This is an optimization exercise on Yosys and OpenROAD, whose aim is small area, a short achievable clock period and few clock cycles per item, not a production implementation. For this run, only the layout was checked, not whether the RTL still works. Power and IR drop assume default switching activity.

--- design/flow/flow/run.sh ---
#!/bin/bash
# The standard layout with one netlist clean-up between synthesis and
# floorplan: flow/polarity.py removes inverters between full adders by
# choosing each full adder's polarity (registers and all other cells stay as
# the standard synthesis made them). Each tool's output goes to its own log.
set -u
cp standard.sh standard_sh_copy.txt
bash standard.sh synth > std_synth.log 2>&1 || exit 1
R=orfs/results/${FLOW_PLATFORM}/servo_ramp_trigger_controller_unit/base
cp $R/1_2_yosys.v yosys_netlist_before_polarity.v
if python3 flow/polarity.py $R/1_2_yosys.v polarity_out.v > polarity.log 2>&1; then
   cp polarity_out.v $R/1_2_yosys.v
   touch $R/1_2_yosys.v
fi
bash standard.sh finish > std_finish.log 2>&1 || exit 1
--- design/flow/flow/polarity.py ---
#!/usr/bin/env python3
"""Netlist clean-up after synthesis: removes inverters that sit between
full-adder cells by choosing, per full adder, whether it works on true or
complemented signals. A full adder is self-dual (inverting all three inputs
inverts both outputs), so flipping one moves the inversions from its inputs
to its outputs. Only combinational wiring changes; every other cell and
every register stays as synthesis made it.

usage: polarity.py IN.v OUT.v
"""
import re
import sys
import random

INV = 'sky130_fd_sc_hd__inv_1'


def parse(text):
    m = re.search(r'\bmodule\s+(\S+)\s*\((.*?)\);', text, re.S)
    head_end = m.end()
    end = text.rindex('endmodule')
    body = text[head_end:end]
    items = []  # ('cell', typ, name, [(pin, net)]) or ('text', str)
    pos = 0
    cell_re = re.compile(r'\s*(sky130_fd_sc_hd__\w+)\s+(\S+)\s*\((.*?)\);', re.S)
    stmt_re = re.compile(r'\s*(.*?;)', re.S)
    while pos < len(body):
        if body[pos:].strip() == '':
            break
        cm = cell_re.match(body, pos)
        if cm:
            pins = [(p, n.strip()) for p, n in
                    re.findall(r'\.(\w+)\s*\(\s*((?:[^()]|\([^()]*\))*?)\s*\)', cm.group(3))]
            items.append(['cell', cm.group(1), cm.group(2), pins])
            pos = cm.end()
            continue
        sm = stmt_re.match(body, pos)
        items.append(['text', sm.group(1)])
        pos = sm.end()
    return text[:head_end], items, text[end:]


OUT_PINS = {'X', 'Y', 'Q', 'Q_N', 'SUM', 'COUT', 'HI', 'LO'}


def main():
    src, dst = sys.argv[1], sys.argv[2]
    text = open(src).read()
    head, items, tail = parse(text)
    # nets named in plain statements (assigns, declarations of ports) are fixed
    fixed_use = set()
    ports = set()
    for it in items:
        if it[0] == 'text':
            s = it[1]
            if s.startswith('assign'):
                for tok in re.findall(r'(\\\S+\s*(?:\[\d+\])?|[A-Za-z_][\w$.]*(?:\s*\[\d+\])?)', s[6:]):
                    fixed_use.add(re.sub(r'\s+', ' ', tok.strip()))
            elif s.startswith('output') or s.startswith('input'):
                for tok in re.findall(r'(\\\S+|[A-Za-z_][\w$.]*)\s*;', s):
                    ports.add(tok)
    def norm(n):
        return re.sub(r'\s+', ' ', n)
    def is_port(n):
        base = n.split('[')[0].strip()
        return base in ports
    cells = [it for it in items if it[0] == 'cell']
    driver = {}
    loads = {}
    for ci, c in enumerate(cells):
        for p, n in c[3]:
            n = norm(n)
            if p in OUT_PINS:
                driver[n] = ci
            else:
                loads.setdefault(n, []).append((ci, p))
    # removable inverters: output used only by cell inputs (no port, no assign)
    removable = {}
    for ci, c in enumerate(cells):
        if c[1] != INV:
            continue
        pins = dict((p, norm(n)) for p, n in c[3])
        a, y = pins['A'], pins['Y']
        if y in fixed_use or is_port(y) or a in fixed_use or is_port(a):
            continue
        if not loads.get(y):
            continue
        removable[ci] = (a, y)
    inv_out = {y: (ci, a) for ci, (a, y) in removable.items()}

    def root(n):
        par = 0
        seen = 0
        while n in inv_out and seen < 100:
            n = inv_out[n][1]
            par ^= 1
            seen += 1
        return n, par

    fa = [ci for ci, c in enumerate(cells) if c[1].startswith('sky130_fd_sc_hd__fa_')]
    is_fa = set(fa)
    # edges: for each root net, list of (sink cell, pin, parity)
    sinks = {}
    for ci, c in enumerate(cells):
        if ci in removable:
            continue
        for p, n in c[3]:
            if p in OUT_PINS:
                continue
            r, par = root(norm(n))
            sinks.setdefault(r, []).append((ci, p, par))
    flip = {f: 0 for f in fa}

    def net_cost(r):
        d = driver.get(r)
        fd = flip.get(d, 0) if d is not None else 0
        need = set()
        for ci, p, par in sinks.get(r, []):
            want = par ^ (flip.get(ci, 0))
            need.add(want ^ fd)
        extra = 0
        # ports / assigns read the net as is
        if r in fixed_use or is_port(r):
            need.add(fd)
        return 1 if 1 in need else 0

    def nets_of(f):
        c = cells[f]
        s = set()
        for p, n in c[3]:
            if p in OUT_PINS:
                s.add(norm(n))
            else:
                s.add(root(norm(n))[0])
        return s

    fa_nets = {f: nets_of(f) for f in fa}
    before = sum(net_cost(r) for r in set(sinks) | set(driver))
    improved = True
    rounds = 0
    while improved and rounds < 50:
        improved = False
        rounds += 1
        for f in fa:
            ns = fa_nets[f]
            c0 = sum(net_cost(r) for r in ns)
            flip[f] ^= 1
            c1 = sum(net_cost(r) for r in ns)
            if c1 < c0:
                improved = True
            else:
                flip[f] ^= 1
    after = sum(net_cost(r) for r in set(sinks) | set(driver))
    # rebuild
    new_cells = []
    inv_name = {}
    new_wires = []
    k = 0

    def inverted(r):
        nonlocal k
        if r not in inv_name:
            k += 1
            w = f'_pol_n{k}_'
            inv_name[r] = w
            new_wires.append(w)
            new_cells.append(['cell', INV, f'_pol_i{k}_', [('A', r), ('Y', w)]])
        return inv_name[r]

    out_items = []
    for it in items:
        if it[0] != 'cell':
            out_items.append(it)
            continue
    rebuilt = []
    for ci, c in enumerate(cells):
        if ci in removable:
            continue
        pins = []
        for p, n in c[3]:
            if p in OUT_PINS:
                pins.append((p, n))
                continue
            r, par = root(norm(n))
            d = driver.get(r)
            fd = flip.get(d, 0) if d is not None else 0
            want = par ^ flip.get(ci, 0)
            if want ^ fd:
                pins.append((p, inverted(r)))
            else:
                pins.append((p, r))
        rebuilt.append(['cell', c[1], c[2], pins])
    # nets read by ports/assigns whose driver flipped
    fix_assigns = []
    for r, d in driver.items():
        if flip.get(d, 0) and (r in fixed_use or is_port(r)):
            raise SystemExit(f'flipped driver feeds a port/assign: {r}')
    lines = [head]
    for w in new_wires:
        lines.append(f'  wire {w};')
    for it in items:
        if it[0] == 'text':
            lines.append('  ' + it[1])
    for c in rebuilt + new_cells:
        pins = ',\n'.join(f'    .{p}({n} )' if n.startswith('\\') else f'    .{p}({n})'
                           for p, n in c[3])
        lines.append(f'  {c[1]} {c[2]} (\n{pins}\n  );')
    lines.append(tail)
    open(dst, 'w').write('\n'.join(lines))
    nflip = sum(flip.values())
    sys.stderr.write(f'polarity: {len(fa)} full adders, {nflip} flipped, '
                     f'inverters removed {len(removable)}, added {len(new_cells)}\n')


if __name__ == '__main__':
    main()
--- design/flow/standard.sh ---
#!/bin/bash
# synth_recipe.tcl (not shown) runs the flow's synth.tcl, then flattens the netlist and writes it again
# the make line also repeats each setting of config.mk as NAME=value (left out here)
make -C /OpenROAD-flow-scripts/flow DESIGN_CONFIG=/design/flow/config.mk WORK_HOME=/design/flow/orfs CLKGATE_MAP_FILE= SYNTH_SCRIPT=/design/flow/synth_recipe.tcl "${@:-finish}"
--- design/flow/config.mk ---
export PLATFORM = sky130hd
export DESIGN_NAME = servo_ramp_trigger_controller_unit
export DESIGN_NICKNAME = servo_ramp_trigger_controller_unit
export VERILOG_FILES = /design/flow/design.v
export SDC_FILE = /design/flow/constraint.sdc
export NUM_CORES = 4
export LEC_CHECK = 0
export ABC_AREA = 1
export CAP_MARGIN = 20
export CORE_MARGIN = 2
export CORE_UTILIZATION = 40
export SETUP_SLACK_MARGIN = 5
export SLEW_MARGIN = 20
export SYNTH_HIERARCHICAL = 1
--- design/flow/constraint.sdc ---
create_clock -name core_clock -period 9.5 [get_ports {clock}]
set_input_delay 1.9000 -clock core_clock [delete_from_list [all_inputs] [get_ports {clock}]]
set_output_delay 1.9000 -clock core_clock [all_outputs]
set_load 0.01 [all_outputs]
--- design/flow/design.v ---
`default_nettype none
package srtc_pkg;
   localparam int unsigned POS_W   = 16;
   localparam int unsigned DELTA_W = 15;
   localparam int unsigned US_W    = 11;
   localparam int unsigned PULSE_W = 12;
   localparam int unsigned PROD_W  = 27;
   localparam int unsigned CODE_W  = 3;
   localparam logic [7:0] CSR_BISTABLE_MODE      = 8'd0;
   localparam logic [7:0] CSR_TRIGGER_ACTIVE_LOW = 8'd1;
   localparam logic [7:0] CSR_MIN_PULSE_US       = 8'd2;
   localparam logic [7:0] CSR_PULSE_SPAN_US      = 8'd3;
   localparam logic [US_W-1:0] MIN_PULSE_RESET  = 11'd1000;
   localparam logic [US_W-1:0] PULSE_SPAN_RESET = 11'd1000;
   localparam logic [CODE_W-1:0] RAMP_CODE_IDLE  = 3'd0;
   localparam logic [CODE_W-1:0] RAMP_CODE_ATOB  = 3'd1;
   localparam logic [CODE_W-1:0] RAMP_CODE_ATTOP = 3'd2;
   localparam logic [CODE_W-1:0] RAMP_CODE_BTOA  = 3'd3;
   localparam logic [CODE_W-1:0] RAMP_CODE_WAIT  = 3'd4;
endpackage
`default_nettype wire
`default_nettype none
module srtc_useq (
   input  wire  clock,
   input  wire  reset,
   input  wire  req_valid,
   input  wire  rsp_ready,
   output logic adv,
   output logic in_fire,
   output logic v2,
   output logic rsp_valid
);
   logic v1;
   logic v3;
   logic v4;
   assign adv     = !rsp_valid || rsp_ready;
   assign in_fire = req_valid && adv && !reset;
   always_ff @(posedge clock) begin
      if (reset) begin
         v1        <= 1'b0;
         v2        <= 1'b0;
         v3        <= 1'b0;
         v4        <= 1'b0;
         rsp_valid <= 1'b0;
      end else if (adv) begin
         v1        <= in_fire;
         v2        <= v1;
         v3        <= v2;
         v4        <= v3;
         rsp_valid <= v4;
      end
   end
endmodule
`default_nettype wire
`default_nettype none
import srtc_pkg::*;
module srtc_ramp (
   input  wire                             clock,
   input  wire                             reset,
   input  wire                             en,
   input  wire                             bistable_mode,
   input  wire                             act,
   input  wire [srtc_pkg::DELTA_W-1:0]     delta,
   output logic [srtc_pkg::CODE_W-1:0]     state_code,
   output logic [srtc_pkg::POS_W-1:0]      phase
);
   logic [CODE_W-1:0]  state_ff;
   logic [CODE_W-1:0]  state_in;
   logic [POS_W-1:0]   phasor_ff;
   logic [POS_W-1:0]   phasor_in;
   logic               rising_ff;
   logic               rising_in;
   logic               dir;
   logic [POS_W:0]     sum;
   logic [POS_W-1:0]   adv_phase;
   logic               hit;
   always_comb begin
      dir = rising_ff;
      if (bistable_mode) begin
         if (state_ff == RAMP_CODE_ATOB && !act) begin
            dir = 1'b0;
         end else if (state_ff == RAMP_CODE_BTOA && act) begin
            dir = 1'b1;
         end
      end
   end
   assign sum = {1'b0, phasor_ff} + ({2'b00, delta} ^ {(POS_W+1){!dir}}) + {16'b0, !dir};
   always_comb begin
      hit = sum[POS_W];
      if (hit) begin
         adv_phase = {POS_W{dir}};
      end else begin
         adv_phase = sum[POS_W-1:0];
      end
   end
   always_comb begin
      state_in  = state_ff;
      phasor_in = phasor_ff;
      rising_in = rising_ff;
      if (bistable_mode) begin
         case (state_ff)
            RAMP_CODE_IDLE: begin
               if (act) begin
                  state_in  = RAMP_CODE_ATOB;
                  rising_in = 1'b1;
               end
            end
            RAMP_CODE_ATOB: begin
               if (!act) begin
                  state_in  = RAMP_CODE_BTOA;
                  rising_in = 1'b0;
               end
               phasor_in = adv_phase;
               if (hit) begin
                  state_in = RAMP_CODE_ATTOP;
               end
            end
            RAMP_CODE_ATTOP: begin
               if (!act) begin
                  state_in  = RAMP_CODE_BTOA;
                  rising_in = 1'b0;
               end
            end
            RAMP_CODE_BTOA: begin
               if (act) begin
                  state_in  = RAMP_CODE_ATOB;
                  rising_in = 1'b1;
               end
               phasor_in = adv_phase;
               if (hit) begin
                  state_in = RAMP_CODE_IDLE;
               end
            end
            default: state_in = RAMP_CODE_IDLE;
         endcase
      end else begin
         case (state_ff)
            RAMP_CODE_IDLE: begin
               if (act) begin
                  state_in  = RAMP_CODE_ATOB;
                  rising_in = 1'b1;
               end
            end
            RAMP_CODE_ATOB: begin
               phasor_in = adv_phase;
               if (hit) begin
                  state_in  = RAMP_CODE_BTOA;
                  rising_in = 1'b0;
               end
            end
            RAMP_CODE_ATTOP: begin
               state_in  = RAMP_CODE_BTOA;
               rising_in = 1'b0;
            end
            RAMP_CODE_BTOA: begin
               phasor_in = adv_phase;
               if (hit) begin
                  state_in = RAMP_CODE_WAIT;
               end
            end
            RAMP_CODE_WAIT: begin
               if (!act) begin
                  state_in = RAMP_CODE_IDLE;
               end
            end
            default: state_in = RAMP_CODE_IDLE;
         endcase
      end
   end
   always_ff @(posedge clock) begin
      if (reset) begin
         state_ff  <= RAMP_CODE_IDLE;
         phasor_ff <= '0;
         rising_ff <= 1'b1;
      end else if (en) begin
         state_ff  <= state_in;
         phasor_ff <= phasor_in;
         rising_ff <= rising_in;
      end
   end
   assign state_code = state_ff;
   assign phase      = phasor_ff;
endmodule
`default_nettype wire
`default_nettype none
import srtc_pkg::*;
module srtc_dpath (
   input  wire                           clock,
   input  wire                           adv,
   input  wire                           trigger_active_low,
   input  wire [srtc_pkg::US_W-1:0]      min_pulse_us,
   input  wire [srtc_pkg::US_W-1:0]      pulse_span_us,
   input  wire [srtc_pkg::POS_W-1:0]     pos_a,
   input  wire [srtc_pkg::POS_W-1:0]     pos_b,
   input  wire [srtc_pkg::POS_W-1:0]     travel_time,
   input  wire                           trigger_pin,
   input  wire [srtc_pkg::CODE_W-1:0]    state_code,
   input  wire [srtc_pkg::POS_W-1:0]     phase,
   output logic                          act,
   output logic [srtc_pkg::DELTA_W-1:0]  delta,
   output logic [srtc_pkg::PULSE_W-1:0]  rsp_pulse_us,
   output logic [srtc_pkg::CODE_W-1:0]   rsp_ramp_state,
   output logic [srtc_pkg::POS_W-1:0]    rsp_phase
);
   logic [POS_W-1:0]   a1_ff;
   logic [POS_W-1:0]   dmag1_ff;
   logic               dneg1_ff;
   logic [7:0]         tt1_ff;
   logic               pin1_ff;
   logic [PROD_W-1:0]  rpa2_ff;
   logic [PROD_W-1:0]  rpb2_ff;
   logic [PROD_W-1:0]  opa2_ff;
   logic [PROD_W-1:0]  opb2_ff;
   logic               neg2_ff;
   logic [DELTA_W-1:0] delta2_ff;
   logic               pin2_ff;
   logic [US_W-1:0]    rq3_ff;
   logic               rc3_ff;
   logic [US_W-1:0]    oq3_ff;
   logic               oc3_ff;
   logic               neg3_ff;
   logic [PROD_W-1:0]  pa4_ff;
   logic [PROD_W-1:0]  pb4_ff;
   logic [PULSE_W-1:0] mox4_ff;
   logic               neg4_ff;
   logic [POS_W-1:0]   phase4_ff;
   logic [CODE_W-1:0]  state4_ff;
   logic [POS_W:0]     diff;
   logic [DELTA_W-1:0] base;
   logic [9:0]         slope;
   logic [13:0]        sf;
   logic [29:0]        span_sel;
   logic [PROD_W-1:0]  rpa;
   logic [PROD_W-1:0]  rpb;
   logic [PROD_W-1:0]  opa;
   logic [PROD_W-1:0]  opb;
   logic [PROD_W-1:0]  rng_prod;
   logic [PROD_W-1:0]  off_prod;
   logic [PULSE_W-1:0] mo;
   logic [29:0]        rng_sel;
   logic [PROD_W-1:0]  pa;
   logic [PROD_W-1:0]  pb;
   logic [PROD_W-1:0]  res_prod;
   logic [PULSE_W-1:0] sum0;
   logic [PULSE_W-1:0] sum1;
   function automatic logic [srtc_pkg::DELTA_W-1:0] step_base(input logic [3:0] idx);
      case (idx)
         4'd0:  step_base = 15'd131;
         4'd1:  step_base = 15'd164;
         4'd2:  step_base = 15'd218;
         4'd3:  step_base = 15'd262;
         4'd4:  step_base = 15'd328;
         4'd5:  step_base = 15'd437;
         4'd6:  step_base = 15'd524;
         4'd7:  step_base = 15'd655;
         4'd8:  step_base = 15'd749;
         4'd9:  step_base = 15'd874;
         4'd10: step_base = 15'd1049;
         4'd11: step_base = 15'd1311;
         4'd12: step_base = 15'd1748;
         4'd13: step_base = 15'd2621;
         4'd14: step_base = 15'd5243;
         default: step_base = 15'd13107;
      endcase
   endfunction
   function automatic logic [9:0] step_slope(input logic [3:0] idx);
      case (idx)
         4'd0:  step_slope = 10'd2;
         4'd1:  step_slope = 10'd3;
         4'd2:  step_slope = 10'd2;
         4'd3:  step_slope = 10'd4;
         4'd4:  step_slope = 10'd6;
         4'd5:  step_slope = 10'd5;
         4'd6:  step_slope = 10'd8;
         4'd7:  step_slope = 10'd5;
         4'd8:  step_slope = 10'd7;
         4'd9:  step_slope = 10'd10;
         4'd10: step_slope = 10'd16;
         4'd11: step_slope = 10'd27;
         4'd12: step_slope = 10'd54;
         4'd13: step_slope = 10'd163;
         4'd14: step_slope = 10'd491;
         default: step_slope = 10'd819;
      endcase
   endfunction
   function automatic logic div_carry(input logic [srtc_pkg::PROD_W-1:0] x);
      div_carry = (&x[15:11]) & (x[10:0] >= ~x[26:16]);
   endfunction
   assign diff = {1'b0, pos_b} - {1'b0, pos_a};
   always_ff @(posedge clock) begin
      if (adv) begin
         a1_ff    <= pos_a;
         dmag1_ff <= diff[POS_W] ? (pos_a - pos_b) : diff[POS_W-1:0];
         dneg1_ff <= diff[POS_W];
         tt1_ff   <= travel_time[15:8];
         pin1_ff  <= trigger_pin;
      end
   end
   assign base  = step_base(tt1_ff[7:4]);
   assign slope = step_slope(tt1_ff[7:4]);
   assign sf    = slope * tt1_ff[3:0];
   srtc_booth_sel u_span_sel (
      .y   (pulse_span_us),
      .sel (span_sel)
   );
   srtc_mul_cs u_mul_rng (
      .x   (dmag1_ff),
      .sel (span_sel),
      .ra  (rpa),
      .rb  (rpb)
   );
   srtc_mul_cs u_mul_off (
      .x   (a1_ff),
      .sel (span_sel),
      .ra  (opa),
      .rb  (opb)
   );
   always_ff @(posedge clock) begin
      if (adv) begin
         rpa2_ff   <= rpa;
         rpb2_ff   <= rpb;
         opa2_ff   <= opa;
         opb2_ff   <= opb;
         neg2_ff   <= dneg1_ff;
         delta2_ff <= base + {1'b0, sf};
         pin2_ff   <= pin1_ff;
      end
   end
   assign act      = pin2_ff ^ trigger_active_low;
   assign delta    = delta2_ff;
   assign rng_prod = rpa2_ff + rpb2_ff;
   assign off_prod = opa2_ff + opb2_ff;
   always_ff @(posedge clock) begin
      if (adv) begin
         rq3_ff  <= rng_prod[PROD_W-1:POS_W];
         rc3_ff  <= div_carry(rng_prod);
         oq3_ff  <= off_prod[PROD_W-1:POS_W];
         oc3_ff  <= div_carry(off_prod);
         neg3_ff <= neg2_ff;
      end
   end
   assign mo = {1'b0, min_pulse_us} + {1'b0, oq3_ff} + {11'b0, oc3_ff};
   srtc_booth_sel_c u_rng_sel (
      .y   (rq3_ff),
      .yc  (rc3_ff),
      .sel (rng_sel)
   );
   srtc_mul_cs u_mul_res (
      .x   (phase),
      .sel (rng_sel),
      .ra  (pa),
      .rb  (pb)
   );
   always_ff @(posedge clock) begin
      if (adv) begin
         pa4_ff    <= pa;
         pb4_ff    <= pb;
         mox4_ff   <= mo ^ {PULSE_W{neg3_ff}};
         neg4_ff   <= neg3_ff;
         phase4_ff <= phase;
         state4_ff <= state_code;
      end
   end
   assign res_prod = pa4_ff + pb4_ff;
   assign sum0 = mox4_ff + {1'b0, res_prod[PROD_W-1:POS_W]};
   assign sum1 = mox4_ff + {1'b0, res_prod[PROD_W-1:POS_W]} + 12'd1;
   always_ff @(posedge clock) begin
      if (adv) begin
         rsp_pulse_us   <= (div_carry(res_prod) ? sum1 : sum0) ^ {PULSE_W{neg4_ff}};
         rsp_ramp_state <= state4_ff;
         rsp_phase      <= phase4_ff;
      end
   end
endmodule
`default_nettype wire
`default_nettype none
module srtc_booth_sel (
   input  wire [10:0] y,
   output wire [29:0] sel
);
   wire [12:0] z = {1'b0, y, 1'b0};
   genvar j;
   for (j = 0; j < 6; j = j + 1) begin : g_digit
      assign sel[5 * j]     = ~z[2 * j + 2] & (z[2 * j + 1] ^ z[2 * j]);
      assign sel[5 * j + 1] = z[2 * j + 2] & (z[2 * j + 1] ^ z[2 * j]);
      assign sel[5 * j + 2] = ~z[2 * j + 2] & z[2 * j + 1] & z[2 * j];
      assign sel[5 * j + 3] = z[2 * j + 2] & ~z[2 * j + 1] & ~z[2 * j];
      assign sel[5 * j + 4] = z[2 * j + 2] & ~(z[2 * j + 1] & z[2 * j]);
   end
endmodule
module srtc_booth_sel_c (
   input  wire [10:0] y,
   input  wire        yc,
   output wire [29:0] sel
);
   wire [12:0] z = {1'b0, y, yc};
   genvar j;
   for (j = 0; j < 6; j = j + 1) begin : g_digit
      assign sel[5 * j]     = ~z[2 * j + 2] & (z[2 * j + 1] ^ z[2 * j]);
      assign sel[5 * j + 1] = z[2 * j + 2] & (z[2 * j + 1] ^ z[2 * j]);
      assign sel[5 * j + 2] = ~z[2 * j + 2] & z[2 * j + 1] & z[2 * j];
      assign sel[5 * j + 3] = z[2 * j + 2] & ~z[2 * j + 1] & ~z[2 * j];
      assign sel[5 * j + 4] = z[2 * j + 2] & ~(z[2 * j + 1] & z[2 * j]);
   end
endmodule
module srtc_mul_cs (
   input  wire [15:0] x,
   input  wire [29:0] sel,
   output wire [26:0] ra,
   output wire [26:0] rb
);
   wire pp1;
   assign pp1 = (sel[0] & x[0]) | (sel[1] & ~x[0]) | sel[3];
   wire pp2;
   assign pp2 = (sel[0] & x[1]) | (sel[1] & ~x[1]) | (sel[2] & x[0]) | (sel[3] & ~x[0]);
   wire pp3;
   assign pp3 = (sel[0] & x[2]) | (sel[1] & ~x[2]) | (sel[2] & x[1]) | (sel[3] & ~x[1]);
   wire pp4;
   assign pp4 = (sel[0] & x[3]) | (sel[1] & ~x[3]) | (sel[2] & x[2]) | (sel[3] & ~x[2]);
   wire pp5;
   assign pp5 = (sel[0] & x[4]) | (sel[1] & ~x[4]) | (sel[2] & x[3]) | (sel[3] & ~x[3]);
   wire pp6;
   assign pp6 = (sel[0] & x[5]) | (sel[1] & ~x[5]) | (sel[2] & x[4]) | (sel[3] & ~x[4]);
   wire pp7;
   assign pp7 = (sel[0] & x[6]) | (sel[1] & ~x[6]) | (sel[2] & x[5]) | (sel[3] & ~x[5]);
   wire pp8;
   assign pp8 = (sel[0] & x[7]) | (sel[1] & ~x[7]) | (sel[2] & x[6]) | (sel[3] & ~x[6]);
   wire pp9;
   assign pp9 = (sel[0] & x[8]) | (sel[1] & ~x[8]) | (sel[2] & x[7]) | (sel[3] & ~x[7]);
   wire pp10;
   assign pp10 = (sel[0] & x[9]) | (sel[1] & ~x[9]) | (sel[2] & x[8]) | (sel[3] & ~x[8]);
   wire pp11;
   assign pp11 = (sel[0] & x[10]) | (sel[1] & ~x[10]) | (sel[2] & x[9]) | (sel[3] & ~x[9]);
   wire pp12;
   assign pp12 = (sel[0] & x[11]) | (sel[1] & ~x[11]) | (sel[2] & x[10]) | (sel[3] & ~x[10]);
   wire pp13;
   assign pp13 = (sel[0] & x[12]) | (sel[1] & ~x[12]) | (sel[2] & x[11]) | (sel[3] & ~x[11]);
   wire pp14;
   assign pp14 = (sel[0] & x[13]) | (sel[1] & ~x[13]) | (sel[2] & x[12]) | (sel[3] & ~x[12]);
   wire pp15;
   assign pp15 = (sel[0] & x[14]) | (sel[1] & ~x[14]) | (sel[2] & x[13]) | (sel[3] & ~x[13]);
   wire pp16;
   assign pp16 = (sel[0] & x[15]) | (sel[1] & ~x[15]) | (sel[2] & x[14]) | (sel[3] & ~x[14]);
   wire pp17;
   assign pp17 = sel[1] | (sel[2] & x[15]) | (sel[3] & ~x[15]);
   wire nn18;
   assign nn18 = ~sel[4];
   wire pp19;
   assign pp19 = (sel[5] & x[0]) | (sel[6] & ~x[0]) | sel[8];
   wire pp20;
   assign pp20 = (sel[5] & x[1]) | (sel[6] & ~x[1]) | (sel[7] & x[0]) | (sel[8] & ~x[0]);
   wire pp21;
   assign pp21 = (sel[5] & x[2]) | (sel[6] & ~x[2]) | (sel[7] & x[1]) | (sel[8] & ~x[1]);
   wire pp22;
   assign pp22 = (sel[5] & x[3]) | (sel[6] & ~x[3]) | (sel[7] & x[2]) | (sel[8] & ~x[2]);
   wire pp23;
   assign pp23 = (sel[5] & x[4]) | (sel[6] & ~x[4]) | (sel[7] & x[3]) | (sel[8] & ~x[3]);
   wire pp24;
   assign pp24 = (sel[5] & x[5]) | (sel[6] & ~x[5]) | (sel[7] & x[4]) | (sel[8] & ~x[4]);
   wire pp25;
   assign pp25 = (sel[5] & x[6]) | (sel[6] & ~x[6]) | (sel[7] & x[5]) | (sel[8] & ~x[5]);
   wire pp26;
   assign pp26 = (sel[5] & x[7]) | (sel[6] & ~x[7]) | (sel[7] & x[6]) | (sel[8] & ~x[6]);
   wire pp27;
   assign pp27 = (sel[5] & x[8]) | (sel[6] & ~x[8]) | (sel[7] & x[7]) | (sel[8] & ~x[7]);
   wire pp28;
   assign pp28 = (sel[5] & x[9]) | (sel[6] & ~x[9]) | (sel[7] & x[8]) | (sel[8] & ~x[8]);
   wire pp29;
   assign pp29 = (sel[5] & x[10]) | (sel[6] & ~x[10]) | (sel[7] & x[9]) | (sel[8] & ~x[9]);
   wire pp30;
   assign pp30 = (sel[5] & x[11]) | (sel[6] & ~x[11]) | (sel[7] & x[10]) | (sel[8] & ~x[10]);
   wire pp31;
   assign pp31 = (sel[5] & x[12]) | (sel[6] & ~x[12]) | (sel[7] & x[11]) | (sel[8] & ~x[11]);
   wire pp32;
   assign pp32 = (sel[5] & x[13]) | (sel[6] & ~x[13]) | (sel[7] & x[12]) | (sel[8] & ~x[12]);
   wire pp33;
   assign pp33 = (sel[5] & x[14]) | (sel[6] & ~x[14]) | (sel[7] & x[13]) | (sel[8] & ~x[13]);
   wire pp34;
   assign pp34 = (sel[5] & x[15]) | (sel[6] & ~x[15]) | (sel[7] & x[14]) | (sel[8] & ~x[14]);
   wire pp35;
   assign pp35 = sel[6] | (sel[7] & x[15]) | (sel[8] & ~x[15]);
   wire nn36;
   assign nn36 = ~sel[9];
   wire pp37;
   assign pp37 = (sel[10] & x[0]) | (sel[11] & ~x[0]) | sel[13];
   wire pp38;
   assign pp38 = (sel[10] & x[1]) | (sel[11] & ~x[1]) | (sel[12] & x[0]) | (sel[13] & ~x[0]);
   wire pp39;
   assign pp39 = (sel[10] & x[2]) | (sel[11] & ~x[2]) | (sel[12] & x[1]) | (sel[13] & ~x[1]);
   wire pp40;
   assign pp40 = (sel[10] & x[3]) | (sel[11] & ~x[3]) | (sel[12] & x[2]) | (sel[13] & ~x[2]);
   wire pp41;
   assign pp41 = (sel[10] & x[4]) | (sel[11] & ~x[4]) | (sel[12] & x[3]) | (sel[13] & ~x[3]);
   wire pp42;
   assign pp42 = (sel[10] & x[5]) | (sel[11] & ~x[5]) | (sel[12] & x[4]) | (sel[13] & ~x[4]);
   wire pp43;
   assign pp43 = (sel[10] & x[6]) | (sel[11] & ~x[6]) | (sel[12] & x[5]) | (sel[13] & ~x[5]);
   wire pp44;
   assign pp44 = (sel[10] & x[7]) | (sel[11] & ~x[7]) | (sel[12] & x[6]) | (sel[13] & ~x[6]);
   wire pp45;
   assign pp45 = (sel[10] & x[8]) | (sel[11] & ~x[8]) | (sel[12] & x[7]) | (sel[13] & ~x[7]);
   wire pp46;
   assign pp46 = (sel[10] & x[9]) | (sel[11] & ~x[9]) | (sel[12] & x[8]) | (sel[13] & ~x[8]);
   wire pp47;
   assign pp47 = (sel[10] & x[10]) | (sel[11] & ~x[10]) | (sel[12] & x[9]) | (sel[13] & ~x[9]);
   wire pp48;
   assign pp48 = (sel[10] & x[11]) | (sel[11] & ~x[11]) | (sel[12] & x[10]) | (sel[13] & ~x[10]);
   wire pp49;
   assign pp49 = (sel[10] & x[12]) | (sel[11] & ~x[12]) | (sel[12] & x[11]) | (sel[13] & ~x[11]);
   wire pp50;
   assign pp50 = (sel[10] & x[13]) | (sel[11] & ~x[13]) | (sel[12] & x[12]) | (sel[13] & ~x[12]);
   wire pp51;
   assign pp51 = (sel[10] & x[14]) | (sel[11] & ~x[14]) | (sel[12] & x[13]) | (sel[13] & ~x[13]);
   wire pp52;
   assign pp52 = (sel[10] & x[15]) | (sel[11] & ~x[15]) | (sel[12] & x[14]) | (sel[13] & ~x[14]);
   wire pp53;
   assign pp53 = sel[11] | (sel[12] & x[15]) | (sel[13] & ~x[15]);
   wire nn54;
   assign nn54 = ~sel[14];
   wire pp55;
   assign pp55 = (sel[15] & x[0]) | (sel[16] & ~x[0]) | sel[18];
   wire pp56;
   assign pp56 = (sel[15] & x[1]) | (sel[16] & ~x[1]) | (sel[17] & x[0]) | (sel[18] & ~x[0]);
   wire pp57;
   assign pp57 = (sel[15] & x[2]) | (sel[16] & ~x[2]) | (sel[17] & x[1]) | (sel[18] & ~x[1]);
   wire pp58;
   assign pp58 = (sel[15] & x[3]) | (sel[16] & ~x[3]) | (sel[17] & x[2]) | (sel[18] & ~x[2]);
   wire pp59;
   assign pp59 = (sel[15] & x[4]) | (sel[16] & ~x[4]) | (sel[17] & x[3]) | (sel[18] & ~x[3]);
   wire pp60;
   assign pp60 = (sel[15] & x[5]) | (sel[16] & ~x[5]) | (sel[17] & x[4]) | (sel[18] & ~x[4]);
   wire pp61;
   assign pp61 = (sel[15] & x[6]) | (sel[16] & ~x[6]) | (sel[17] & x[5]) | (sel[18] & ~x[5]);
   wire pp62;
   assign pp62 = (sel[15] & x[7]) | (sel[16] & ~x[7]) | (sel[17] & x[6]) | (sel[18] & ~x[6]);
   wire pp63;
   assign pp63 = (sel[15] & x[8]) | (sel[16] & ~x[8]) | (sel[17] & x[7]) | (sel[18] & ~x[7]);
   wire pp64;
   assign pp64 = (sel[15] & x[9]) | (sel[16] & ~x[9]) | (sel[17] & x[8]) | (sel[18] & ~x[8]);
   wire pp65;
   assign pp65 = (sel[15] & x[10]) | (sel[16] & ~x[10]) | (sel[17] & x[9]) | (sel[18] & ~x[9]);
   wire pp66;
   assign pp66 = (sel[15] & x[11]) | (sel[16] & ~x[11]) | (sel[17] & x[10]) | (sel[18] & ~x[10]);
   wire pp67;
   assign pp67 = (sel[15] & x[12]) | (sel[16] & ~x[12]) | (sel[17] & x[11]) | (sel[18] & ~x[11]);
   wire pp68;
   assign pp68 = (sel[15] & x[13]) | (sel[16] & ~x[13]) | (sel[17] & x[12]) | (sel[18] & ~x[12]);
   wire pp69;
   assign pp69 = (sel[15] & x[14]) | (sel[16] & ~x[14]) | (sel[17] & x[13]) | (sel[18] & ~x[13]);
   wire pp70;
   assign pp70 = (sel[15] & x[15]) | (sel[16] & ~x[15]) | (sel[17] & x[14]) | (sel[18] & ~x[14]);
   wire pp71;
   assign pp71 = sel[16] | (sel[17] & x[15]) | (sel[18] & ~x[15]);
   wire nn72;
   assign nn72 = ~sel[19];
   wire pp73;
   assign pp73 = (sel[20] & x[0]) | (sel[21] & ~x[0]) | sel[23];
   wire pp74;
   assign pp74 = (sel[20] & x[1]) | (sel[21] & ~x[1]) | (sel[22] & x[0]) | (sel[23] & ~x[0]);
   wire pp75;
   assign pp75 = (sel[20] & x[2]) | (sel[21] & ~x[2]) | (sel[22] & x[1]) | (sel[23] & ~x[1]);
   wire pp76;
   assign pp76 = (sel[20] & x[3]) | (sel[21] & ~x[3]) | (sel[22] & x[2]) | (sel[23] & ~x[2]);
   wire pp77;
   assign pp77 = (sel[20] & x[4]) | (sel[21] & ~x[4]) | (sel[22] & x[3]) | (sel[23] & ~x[3]);
   wire pp78;
   assign pp78 = (sel[20] & x[5]) | (sel[21] & ~x[5]) | (sel[22] & x[4]) | (sel[23] & ~x[4]);
   wire pp79;
   assign pp79 = (sel[20] & x[6]) | (sel[21] & ~x[6]) | (sel[22] & x[5]) | (sel[23] & ~x[5]);
   wire pp80;
   assign pp80 = (sel[20] & x[7]) | (sel[21] & ~x[7]) | (sel[22] & x[6]) | (sel[23] & ~x[6]);
   wire pp81;
   assign pp81 = (sel[20] & x[8]) | (sel[21] & ~x[8]) | (sel[22] & x[7]) | (sel[23] & ~x[7]);
   wire pp82;
   assign pp82 = (sel[20] & x[9]) | (sel[21] & ~x[9]) | (sel[22] & x[8]) | (sel[23] & ~x[8]);
   wire pp83;
   assign pp83 = (sel[20] & x[10]) | (sel[21] & ~x[10]) | (sel[22] & x[9]) | (sel[23] & ~x[9]);
   wire pp84;
   assign pp84 = (sel[20] & x[11]) | (sel[21] & ~x[11]) | (sel[22] & x[10]) | (sel[23] & ~x[10]);
   wire pp85;
   assign pp85 = (sel[20] & x[12]) | (sel[21] & ~x[12]) | (sel[22] & x[11]) | (sel[23] & ~x[11]);
   wire pp86;
   assign pp86 = (sel[20] & x[13]) | (sel[21] & ~x[13]) | (sel[22] & x[12]) | (sel[23] & ~x[12]);
   wire pp87;
   assign pp87 = (sel[20] & x[14]) | (sel[21] & ~x[14]) | (sel[22] & x[13]) | (sel[23] & ~x[13]);
   wire pp88;
   assign pp88 = (sel[20] & x[15]) | (sel[21] & ~x[15]) | (sel[22] & x[14]) | (sel[23] & ~x[14]);
   wire pp89;
   assign pp89 = sel[21] | (sel[22] & x[15]) | (sel[23] & ~x[15]);
   wire nn90;
   assign nn90 = ~sel[24];
   wire pp91;
   assign pp91 = (sel[25] & x[0]);
   wire pp92;
   assign pp92 = (sel[25] & x[1]) | (sel[27] & x[0]);
   wire pp93;
   assign pp93 = (sel[25] & x[2]) | (sel[27] & x[1]);
   wire pp94;
   assign pp94 = (sel[25] & x[3]) | (sel[27] & x[2]);
   wire pp95;
   assign pp95 = (sel[25] & x[4]) | (sel[27] & x[3]);
   wire pp96;
   assign pp96 = (sel[25] & x[5]) | (sel[27] & x[4]);
   wire pp97;
   assign pp97 = (sel[25] & x[6]) | (sel[27] & x[5]);
   wire pp98;
   assign pp98 = (sel[25] & x[7]) | (sel[27] & x[6]);
   wire pp99;
   assign pp99 = (sel[25] & x[8]) | (sel[27] & x[7]);
   wire pp100;
   assign pp100 = (sel[25] & x[9]) | (sel[27] & x[8]);
   wire pp101;
   assign pp101 = (sel[25] & x[10]) | (sel[27] & x[9]);
   wire pp102;
   assign pp102 = (sel[25] & x[11]) | (sel[27] & x[10]);
   wire pp103;
   assign pp103 = (sel[25] & x[12]) | (sel[27] & x[11]);
   wire pp104;
   assign pp104 = (sel[25] & x[13]) | (sel[27] & x[12]);
   wire pp105;
   assign pp105 = (sel[25] & x[14]) | (sel[27] & x[13]);
   wire pp106;
   assign pp106 = (sel[25] & x[15]) | (sel[27] & x[14]);
   wire pp107;
   assign pp107 = (sel[27] & x[15]);
   wire hs108;
   wire hc109;
   assign hs108 = 1'b1 ^ nn18;
   assign hc109 = 1'b1 & nn18;
   wire hs110;
   wire hc111;
   assign hs110 = 1'b1 ^ pp35;
   assign hc111 = 1'b1 & pp35;
   wire hs112;
   wire hc113;
   assign hs112 = pp7 ^ pp23;
   assign hc113 = pp7 & pp23;
   wire hs114;
   wire hc115;
   assign hs114 = pp8 ^ pp24;
   assign hc115 = pp8 & pp24;
   wire fs116;
   wire fc117;
   assign fs116 = pp9 ^ pp25 ^ pp41;
   assign fc117 = (pp9 & pp25) | (pp9 & pp41) | (pp25 & pp41);
   wire hs118;
   wire hc119;
   assign hs118 = pp57 ^ pp73;
   assign hc119 = pp57 & pp73;
   wire fs120;
   wire fc121;
   assign fs120 = pp10 ^ pp26 ^ pp42;
   assign fc121 = (pp10 & pp26) | (pp10 & pp42) | (pp26 & pp42);
   wire hs122;
   wire hc123;
   assign hs122 = pp58 ^ pp74;
   assign hc123 = pp58 & pp74;
   wire fs124;
   wire fc125;
   assign fs124 = pp11 ^ pp27 ^ pp43;
   assign fc125 = (pp11 & pp27) | (pp11 & pp43) | (pp27 & pp43);
   wire fs126;
   wire fc127;
   assign fs126 = pp59 ^ pp75 ^ pp91;
   assign fc127 = (pp59 & pp75) | (pp59 & pp91) | (pp75 & pp91);
   wire fs128;
   wire fc129;
   assign fs128 = pp12 ^ pp28 ^ pp44;
   assign fc129 = (pp12 & pp28) | (pp12 & pp44) | (pp28 & pp44);
   wire fs130;
   wire fc131;
   assign fs130 = pp60 ^ pp76 ^ pp92;
   assign fc131 = (pp60 & pp76) | (pp60 & pp92) | (pp76 & pp92);
   wire fs132;
   wire fc133;
   assign fs132 = pp13 ^ pp29 ^ pp45;
   assign fc133 = (pp13 & pp29) | (pp13 & pp45) | (pp29 & pp45);
   wire fs134;
   wire fc135;
   assign fs134 = pp61 ^ pp77 ^ pp93;
   assign fc135 = (pp61 & pp77) | (pp61 & pp93) | (pp77 & pp93);
   wire fs136;
   wire fc137;
   assign fs136 = pp14 ^ pp30 ^ pp46;
   assign fc137 = (pp14 & pp30) | (pp14 & pp46) | (pp30 & pp46);
   wire fs138;
   wire fc139;
   assign fs138 = pp62 ^ pp78 ^ pp94;
   assign fc139 = (pp62 & pp78) | (pp62 & pp94) | (pp78 & pp94);
   wire fs140;
   wire fc141;
   assign fs140 = pp15 ^ pp31 ^ pp47;
   assign fc141 = (pp15 & pp31) | (pp15 & pp47) | (pp31 & pp47);
   wire fs142;
   wire fc143;
   assign fs142 = pp63 ^ pp79 ^ pp95;
   assign fc143 = (pp63 & pp79) | (pp63 & pp95) | (pp79 & pp95);
   wire fs144;
   wire fc145;
   assign fs144 = pp16 ^ pp32 ^ pp48;
   assign fc145 = (pp16 & pp32) | (pp16 & pp48) | (pp32 & pp48);
   wire fs146;
   wire fc147;
   assign fs146 = pp64 ^ pp80 ^ pp96;
   assign fc147 = (pp64 & pp80) | (pp64 & pp96) | (pp80 & pp96);
   wire fs148;
   wire fc149;
   assign fs148 = pp17 ^ pp33 ^ pp49;
   assign fc149 = (pp17 & pp33) | (pp17 & pp49) | (pp33 & pp49);
   wire fs150;
   wire fc151;
   assign fs150 = pp65 ^ pp81 ^ pp97;
   assign fc151 = (pp65 & pp81) | (pp65 & pp97) | (pp81 & pp97);
   wire fs152;
   wire fc153;
   assign fs152 = pp34 ^ pp50 ^ pp66;
   assign fc153 = (pp34 & pp50) | (pp34 & pp66) | (pp50 & pp66);
   wire fs154;
   wire fc155;
   assign fs154 = pp82 ^ pp98 ^ hs108;
   assign fc155 = (pp82 & pp98) | (pp82 & hs108) | (pp98 & hs108);
   wire fs156;
   wire fc157;
   assign fs156 = pp51 ^ pp67 ^ pp83;
   assign fc157 = (pp51 & pp67) | (pp51 & pp83) | (pp67 & pp83);
   wire fs158;
   wire fc159;
   assign fs158 = pp99 ^ hc109 ^ hs110;
   assign fc159 = (pp99 & hc109) | (pp99 & hs110) | (hc109 & hs110);
   wire fs160;
   wire fc161;
   assign fs160 = nn36 ^ pp52 ^ pp68;
   assign fc161 = (nn36 & pp52) | (nn36 & pp68) | (pp52 & pp68);
   wire fs162;
   wire fc163;
   assign fs162 = pp84 ^ pp100 ^ hc111;
   assign fc163 = (pp84 & pp100) | (pp84 & hc111) | (pp100 & hc111);
   wire fs164;
   wire fc165;
   assign fs164 = 1'b1 ^ pp53 ^ pp69;
   assign fc165 = (1'b1 & pp53) | (1'b1 & pp69) | (pp53 & pp69);
   wire hs166;
   wire hc167;
   assign hs166 = pp85 ^ pp101;
   assign hc167 = pp85 & pp101;
   wire fs168;
   wire fc169;
   assign fs168 = nn54 ^ pp70 ^ pp86;
   assign fc169 = (nn54 & pp70) | (nn54 & pp86) | (pp70 & pp86);
   wire hs170;
   wire hc171;
   assign hs170 = 1'b1 ^ pp71;
   assign hc171 = 1'b1 & pp71;
   wire hs172;
   wire hc173;
   assign hs172 = pp5 ^ pp21;
   assign hc173 = pp5 & pp21;
   wire hs174;
   wire hc175;
   assign hs174 = pp6 ^ pp22;
   assign hc175 = pp6 & pp22;
   wire fs176;
   wire fc177;
   assign fs176 = pp39 ^ pp55 ^ sel[19];
   assign fc177 = (pp39 & pp55) | (pp39 & sel[19]) | (pp55 & sel[19]);
   wire fs178;
   wire fc179;
   assign fs178 = pp40 ^ pp56 ^ hc113;
   assign fc179 = (pp40 & pp56) | (pp40 & hc113) | (pp56 & hc113);
   wire fs180;
   wire fc181;
   assign fs180 = sel[24] ^ hc115 ^ hs118;
   assign fc181 = (sel[24] & hc115) | (sel[24] & hs118) | (hc115 & hs118);
   wire fs182;
   wire fc183;
   assign fs182 = hc119 ^ hs122 ^ fc117;
   assign fc183 = (hc119 & hs122) | (hc119 & fc117) | (hs122 & fc117);
   wire fs184;
   wire fc185;
   assign fs184 = hc123 ^ fc121 ^ fs124;
   assign fc185 = (hc123 & fc121) | (hc123 & fs124) | (fc121 & fs124);
   wire fs186;
   wire fc187;
   assign fs186 = fc125 ^ fc127 ^ fs128;
   assign fc187 = (fc125 & fc127) | (fc125 & fs128) | (fc127 & fs128);
   wire fs188;
   wire fc189;
   assign fs188 = fc129 ^ fc131 ^ fs132;
   assign fc189 = (fc129 & fc131) | (fc129 & fs132) | (fc131 & fs132);
   wire fs190;
   wire fc191;
   assign fs190 = fc133 ^ fc135 ^ fs136;
   assign fc191 = (fc133 & fc135) | (fc133 & fs136) | (fc135 & fs136);
   wire fs192;
   wire fc193;
   assign fs192 = fc137 ^ fc139 ^ fs140;
   assign fc193 = (fc137 & fc139) | (fc137 & fs140) | (fc139 & fs140);
   wire fs194;
   wire fc195;
   assign fs194 = fc141 ^ fc143 ^ fs144;
   assign fc195 = (fc141 & fc143) | (fc141 & fs144) | (fc143 & fs144);
   wire fs196;
   wire fc197;
   assign fs196 = fc145 ^ fc147 ^ fs148;
   assign fc197 = (fc145 & fc147) | (fc145 & fs148) | (fc147 & fs148);
   wire fs198;
   wire fc199;
   assign fs198 = fc149 ^ fc151 ^ fs152;
   assign fc199 = (fc149 & fc151) | (fc149 & fs152) | (fc151 & fs152);
   wire fs200;
   wire fc201;
   assign fs200 = fc153 ^ fs156 ^ fc155;
   assign fc201 = (fc153 & fs156) | (fc153 & fc155) | (fs156 & fc155);
   wire fs202;
   wire fc203;
   assign fs202 = fc157 ^ fs160 ^ fc159;
   assign fc203 = (fc157 & fs160) | (fc157 & fc159) | (fs160 & fc159);
   wire fs204;
   wire fc205;
   assign fs204 = hs166 ^ fc161 ^ fs164;
   assign fc205 = (hs166 & fc161) | (hs166 & fs164) | (fc161 & fs164);
   wire fs206;
   wire fc207;
   assign fs206 = pp102 ^ hc167 ^ fc165;
   assign fc207 = (pp102 & hc167) | (pp102 & fc165) | (hc167 & fc165);
   wire fs208;
   wire fc209;
   assign fs208 = pp87 ^ pp103 ^ hs170;
   assign fc209 = (pp87 & pp103) | (pp87 & hs170) | (pp103 & hs170);
   wire fs210;
   wire fc211;
   assign fs210 = nn72 ^ pp88 ^ pp104;
   assign fc211 = (nn72 & pp88) | (nn72 & pp104) | (pp88 & pp104);
   wire hs212;
   wire hc213;
   assign hs212 = 1'b1 ^ pp89;
   assign hc213 = 1'b1 & pp89;
   wire hs214;
   wire hc215;
   assign hs214 = pp3 ^ pp19;
   assign hc215 = pp3 & pp19;
   wire hs216;
   wire hc217;
   assign hs216 = pp4 ^ pp20;
   assign hc217 = pp4 & pp20;
   wire fs218;
   wire fc219;
   assign fs218 = pp37 ^ sel[14] ^ hs172;
   assign fc219 = (pp37 & sel[14]) | (pp37 & hs172) | (sel[14] & hs172);
   wire fs220;
   wire fc221;
   assign fs220 = pp38 ^ hc173 ^ hs174;
   assign fc221 = (pp38 & hc173) | (pp38 & hs174) | (hc173 & hs174);
   wire fs222;
   wire fc223;
   assign fs222 = hc175 ^ hs112 ^ fs176;
   assign fc223 = (hc175 & hs112) | (hc175 & fs176) | (hs112 & fs176);
   wire fs224;
   wire fc225;
   assign fs224 = hs114 ^ fc177 ^ fs178;
   assign fc225 = (hs114 & fc177) | (hs114 & fs178) | (fc177 & fs178);
   wire fs226;
   wire fc227;
   assign fs226 = fs116 ^ fc179 ^ fs180;
   assign fc227 = (fs116 & fc179) | (fs116 & fs180) | (fc179 & fs180);
   wire fs228;
   wire fc229;
   assign fs228 = fs120 ^ fc181 ^ fs182;
   assign fc229 = (fs120 & fc181) | (fs120 & fs182) | (fc181 & fs182);
   wire fs230;
   wire fc231;
   assign fs230 = fs126 ^ fc183 ^ fs184;
   assign fc231 = (fs126 & fc183) | (fs126 & fs184) | (fc183 & fs184);
   wire fs232;
   wire fc233;
   assign fs232 = fs130 ^ fc185 ^ fs186;
   assign fc233 = (fs130 & fc185) | (fs130 & fs186) | (fc185 & fs186);
   wire fs234;
   wire fc235;
   assign fs234 = fs134 ^ fc187 ^ fs188;
   assign fc235 = (fs134 & fc187) | (fs134 & fs188) | (fc187 & fs188);
   wire fs236;
   wire fc237;
   assign fs236 = fs138 ^ fc189 ^ fs190;
   assign fc237 = (fs138 & fc189) | (fs138 & fs190) | (fc189 & fs190);
   wire fs238;
   wire fc239;
   assign fs238 = fs142 ^ fc191 ^ fs192;
   assign fc239 = (fs142 & fc191) | (fs142 & fs192) | (fc191 & fs192);
   wire fs240;
   wire fc241;
   assign fs240 = fs146 ^ fc193 ^ fs194;
   assign fc241 = (fs146 & fc193) | (fs146 & fs194) | (fc193 & fs194);
   wire fs242;
   wire fc243;
   assign fs242 = fs150 ^ fc195 ^ fs196;
   assign fc243 = (fs150 & fc195) | (fs150 & fs196) | (fc195 & fs196);
   wire fs244;
   wire fc245;
   assign fs244 = fs154 ^ fc197 ^ fs198;
   assign fc245 = (fs154 & fc197) | (fs154 & fs198) | (fc197 & fs198);
   wire fs246;
   wire fc247;
   assign fs246 = fs158 ^ fc199 ^ fs200;
   assign fc247 = (fs158 & fc199) | (fs158 & fs200) | (fc199 & fs200);
   wire fs248;
   wire fc249;
   assign fs248 = fs162 ^ fc201 ^ fs202;
   assign fc249 = (fs162 & fc201) | (fs162 & fs202) | (fc201 & fs202);
   wire fs250;
   wire fc251;
   assign fs250 = fc163 ^ fs204 ^ fc203;
   assign fc251 = (fc163 & fs204) | (fc163 & fc203) | (fs204 & fc203);
   wire fs252;
   wire fc253;
   assign fs252 = fs168 ^ fc205 ^ fs206;
   assign fc253 = (fs168 & fc205) | (fs168 & fs206) | (fc205 & fs206);
   wire fs254;
   wire fc255;
   assign fs254 = fc169 ^ fs208 ^ fc207;
   assign fc255 = (fc169 & fs208) | (fc169 & fc207) | (fs208 & fc207);
   wire fs256;
   wire fc257;
   assign fs256 = hc171 ^ fs210 ^ fc209;
   assign fc257 = (hc171 & fs210) | (hc171 & fc209) | (fs210 & fc209);
   wire fs258;
   wire fc259;
   assign fs258 = pp105 ^ hs212 ^ fc211;
   assign fc259 = (pp105 & hs212) | (pp105 & fc211) | (hs212 & fc211);
   wire fs260;
   wire fc261;
   assign fs260 = nn90 ^ pp106 ^ hc213;
   assign fc261 = (nn90 & pp106) | (nn90 & hc213) | (pp106 & hc213);
   wire hs262;
   wire hc263;
   assign hs262 = 1'b1 ^ pp107;
   assign hc263 = 1'b1 & pp107;
   assign ra = {fc261, fc259, fc257, fc255, fc253, fc251, fc249, fc247, fc245, fc243, fc241, fc239, fc237, fc235, fc233, fc231, fc229, fc227, fc225, fc223, fc221, fc219, hc217, hc215, hs214, pp2, pp1};
   assign rb = {hs262, fs260, fs258, fs256, fs254, fs252, fs250, fs248, fs246, fs244, fs242, fs240, fs238, fs236, fs234, fs232, fs230, fs228, fs226, fs224, fs222, fs220, fs218, hs216, sel[9], 1'b0, sel[4]};
endmodule
`default_nettype wire
`default_nettype none
import srtc_pkg::*;
module servo_ramp_trigger_controller_unit (
   input  wire         clock,
   input  wire         reset,
   input  wire         req_tvalid,
   output logic        req_tready,
   input  wire  [55:0] req_tdata,
   output logic        rsp_tvalid,
   input  wire         rsp_tready,
   output logic [31:0] rsp_tdata,
   input  wire         csr_valid,
   output logic        csr_ready,
   input  wire  [7:0]  csr_index,
   input  wire  [10:0] csr_data
);
   logic               bistable_mode_ff;
   logic               trigger_active_low_ff;
   logic [US_W-1:0]    min_pulse_us_ff;
   logic [US_W-1:0]    pulse_span_us_ff;
   logic               adv;
   logic               in_fire;
   logic               v2;
   logic               act;
   logic [DELTA_W-1:0] delta;
   logic [CODE_W-1:0]  state_code;
   logic [POS_W-1:0]   phase;
   logic [PULSE_W-1:0] rsp_pulse_us;
   logic [CODE_W-1:0]  rsp_ramp_state;
   logic [POS_W-1:0]   rsp_phase;
   assign csr_ready = !reset;
   always_ff @(posedge clock) begin
      if (reset) begin
         bistable_mode_ff      <= 1'b1;
         trigger_active_low_ff <= 1'b1;
         min_pulse_us_ff       <= MIN_PULSE_RESET;
         pulse_span_us_ff      <= PULSE_SPAN_RESET;
      end else if (csr_valid) begin
         case (csr_index)
            CSR_BISTABLE_MODE:      bistable_mode_ff      <= csr_data[0];
            CSR_TRIGGER_ACTIVE_LOW: trigger_active_low_ff <= csr_data[0];
            CSR_MIN_PULSE_US:       min_pulse_us_ff       <= csr_data;
            CSR_PULSE_SPAN_US:      pulse_span_us_ff      <= csr_data;
            default: begin
            end
         endcase
      end
   end
   srtc_useq u_useq (
      .clock     (clock),
      .reset     (reset),
      .req_valid (req_tvalid),
      .rsp_ready (rsp_tready),
      .adv       (adv),
      .in_fire   (in_fire),
      .v2        (v2),
      .rsp_valid (rsp_tvalid)
   );
   assign req_tready = adv && !reset;
   srtc_ramp u_ramp (
      .clock         (clock),
      .reset         (reset),
      .en            (adv && v2),
      .bistable_mode (bistable_mode_ff),
      .act           (act),
      .delta         (delta),
      .state_code    (state_code),
      .phase         (phase)
   );
   srtc_dpath u_dpath (
      .clock              (clock),
      .adv                (adv),
      .trigger_active_low (trigger_active_low_ff),
      .min_pulse_us       (min_pulse_us_ff),
      .pulse_span_us      (pulse_span_us_ff),
      .pos_a              (req_tdata[15:0]),
      .pos_b              (req_tdata[31:16]),
      .travel_time        (req_tdata[47:32]),
      .trigger_pin        (req_tdata[48]),
      .state_code         (state_code),
      .phase              (phase),
      .act                (act),
      .delta              (delta),
      .rsp_pulse_us       (rsp_pulse_us),
      .rsp_ramp_state     (rsp_ramp_state),
      .rsp_phase          (rsp_phase)
   );
   assign rsp_tdata = {1'b0, rsp_phase, rsp_ramp_state, rsp_pulse_us};
endmodule
`default_nettype wire
==> run notes <==
==> cell type report <==
type	instances	share of cell area, %
Clock inverter	28	0.994
Inverter	586	5.56
Timing Repair Buffer	137	3.31
Tap cell	1265	3.93
Timing Repair inverter	1	0.0279
Clock buffer	60	3.27
Multi-Input combinational cell	3832	56.3
Sequential cell	381	26.6
==> per-layer routing <==
| layer | share of wire (%) | wire length, µm |
|---|---|---|
| met1 | 44 | 47100 |
| met2 | 44 | 47400 |
| met3 | 7.7 | 8210 |
| met4 | 3.9 | 4120 |
| met5 | 0 | 0 |
==> flip-flops by register name, summed over array words and instances, names as in the netlist, 27 cells and up <==
signal           count
u_dpath.opa2_ff     27
u_dpath.opb2_ff     27
u_dpath.pa4_ff      27
u_dpath.pb4_ff      27
u_dpath.rpb2_ff     27
u_dpath.rpa2_ff     27
==> critical path: cells and delay by family <==
kind                   cells  cell delay (ps)
and+or+nand+nor            2               90
buffers and inverters      4              580
==> per-stage QoR <==
step	power, mW	cell area, µm²	hold WS (ps)	setup slack [ps]	std cells
3_5_place_dp	12.9	38400	405	3510	6193
5_1_grt	16.6	40300	425	5000	6290
6_report	14.9	40300	417	5030	6290
2_1_floorplan	12.0	38100	400	3990	5134
3_3_place_gp	12.8	38400	400	3530	6191
4_1_cts	15.0	40200	419	5000	6288
==> path summary, 6_finish.rpt <==
check | endpoint | cells after the start
max | req_tready | 6
min | u_dpath.rsp_phase[9]$_DFFE_PP_ | 0
max reg2reg | u_dpath.rsp_pulse_us[10]$_DFFE_PP_ | 22
min reg2reg | u_dpath.rsp_phase[9]$_DFFE_PP_ | 0
==> power breakdown <==
part / switching, mW / internal (mW) / leakage (nW)
clock: 0.786 / 1.19 / 0.823
combinational: 6.14 / 3.71 / 15.6
sequential: 0.308 / 2.80 / 3.96
==> what timing repair did <==
action,in CTS,in global routing
pin swaps,1,0
gates cloned,4,1
gates resized for setup,25,8
endpoints found under the setup margin,79,13
setup buffers,3,1
==> metrics.csv <==
stage,metric,value,unit
sta,fin_crit_sh,47.1,%
setup_path,rrSetupSlack,5310,ps
die,dieHeight,313,µm
sta,fin_crit,4470,ps
clocking,path_clk_slew,60,ps
setup_path,worstPathCellList,buf_4 > inv_12 > nand2_8 > inv_4 > nor2_2 > dlygate4sd2_1,
setup_path,path_max_fanout,5,
setup_path,cp_data_arrival_time,2570,ps
die,initial_core_util,40.2,%
routing,dr.pass1.iters,6,
sta,worst_pin_slew,1140,ps
clocking,cts.sinks,381,
grt,grt_start_max_net_pins,150,
grt,grt_overflow,0,
clocking,cts.path.max_buffers,3,
grt,antenna_found_initial,0,
cells_and_area,fin_util,42.5,%
sta,finalHoldViolations,0,
setup_path,startpoint,rsp_tready,
clocking,numCtsBuffers,47,
sta,finalSetupTns,0,ps
synth,syn-num-nets,5690,
clocking,root_buffer,clkbuf_16,
sta,finalSetupViolCount,0,
routing,drtIter0Drc,3094,
routing,wl_per_cell,17.0,µm
routing,via_per_inst,5.03,
cells_and_area,mostFrequentLayoutCells,"nand2_1, inv_1, nor2_1",
placed_design,routabilityCongestion,0.919,
clocking,htreeDepth,2,
routing,remaining_drc_errors,0,
grt,grt_pass1_wl,170,mm
synth,syn_inst,5134,
clocking,holdBufCountCts,0,
sta,fin_skew,21.2,ps
sta,rsz0062_at_grt,no,
die,dieArea,0.0977,mm²
routing,ant_nets,0,
routing,vias,31600,
clocking,clock_latency,620,ps
grt,first_global_vias,30500,
setup_path,worstSetupPathType,primary input to primary output,
setup_path,end_kind,primary output,
cells_and_area,register_area,0.0107,mm²
cells_and_area,num-nets-final,5542,
placed_design,port_buffers,98,
cells_and_area,n_antenna_cell,0,
grt,use_met1,30.0,%
clocking,cts_tree,done,
setup_path,startpoint_type,primary input,
cells_and_area,drive_above_1_share,5.31,%
grt,use_met3,3.32,%
synth,yosys_warnings,10,
die,die_w,313,µm
die,placementRows,113,
die,core_area,0.0947,mm²
setup_path,crit_required,7600,ps
sta,fmax,224,MHz
setup_path,slowest_stage,dlygate4sd2_1,
grt,grt.total_usage,21.8,%
die,io_pins,115,
routing,totalWireLength,107,mm
grt,use_met2,34.7,%
cells_and_area,n_fill_cell,9606,
placed_design,dpl.hpwl,78.9,mm
power_and_ir_drop,p_leak,20.4,nW
synth,postSynthAreaPerCell,7.42,µm²
run_status,status,no timing/DRC/antenna violations,
sta,finalMaxSlewViolations,0,
hold_path,hp-start,u_dpath.phase4_ff[9]$_DFFE_PP_,
cells_and_area,final_common_cell,nand2_1,
cells_and_area,syn2layout_area_growth,5.77,%
sta,slew_headroom,23.8,%
hold_path,hold_class,flip-flop to flip-flop,
job,drv_cap,0,
grt,top_usage_layer,met2,
setup_path,max_stage_delay,270,ps
power_and_ir_drop,p_per_area,371,mW/mm²
power_and_ir_drop,peakVddDrop,0.191,mV
cells_and_area,multi_input_area,0.0227,mm²
synth,syn-cell-area,0.0381,mm²
setup_path,rr_startpoint,u_dpath.pa4_ff[0]$_DFFE_PP_,

==> port drivers added, routing unchanged <==
No port has a modelled driver above. Below, the same layout with a new extraction and two added sets of constraints.
Step 1 assumes that a clkbuf_16 drives the clock port and a buf_2 every other input.
Step 2, shift: input delay + t, output delay - t, t = (earliest + latest rising clock arrival at the registers) / 2. This alone moves slack from input paths to output paths.
a / b / c = no drivers / after step 1 / after step 2; a / b = the first two.
shift t [ns]: 0.673
slack for setup (ns): 5.030 / 5.008 / 4.722
hold WS [ns]: 0.417 / 0.417 / 0.417
slew at the worst register clock pin (ns): 0.07 / 0.07
worst data-port slew with drivers (ns): 0.04
After both steps this run still meets setup and hold. For this run, drivers alone change the setup slack by -0.022 ns; drivers and shift together by -0.308 ns.
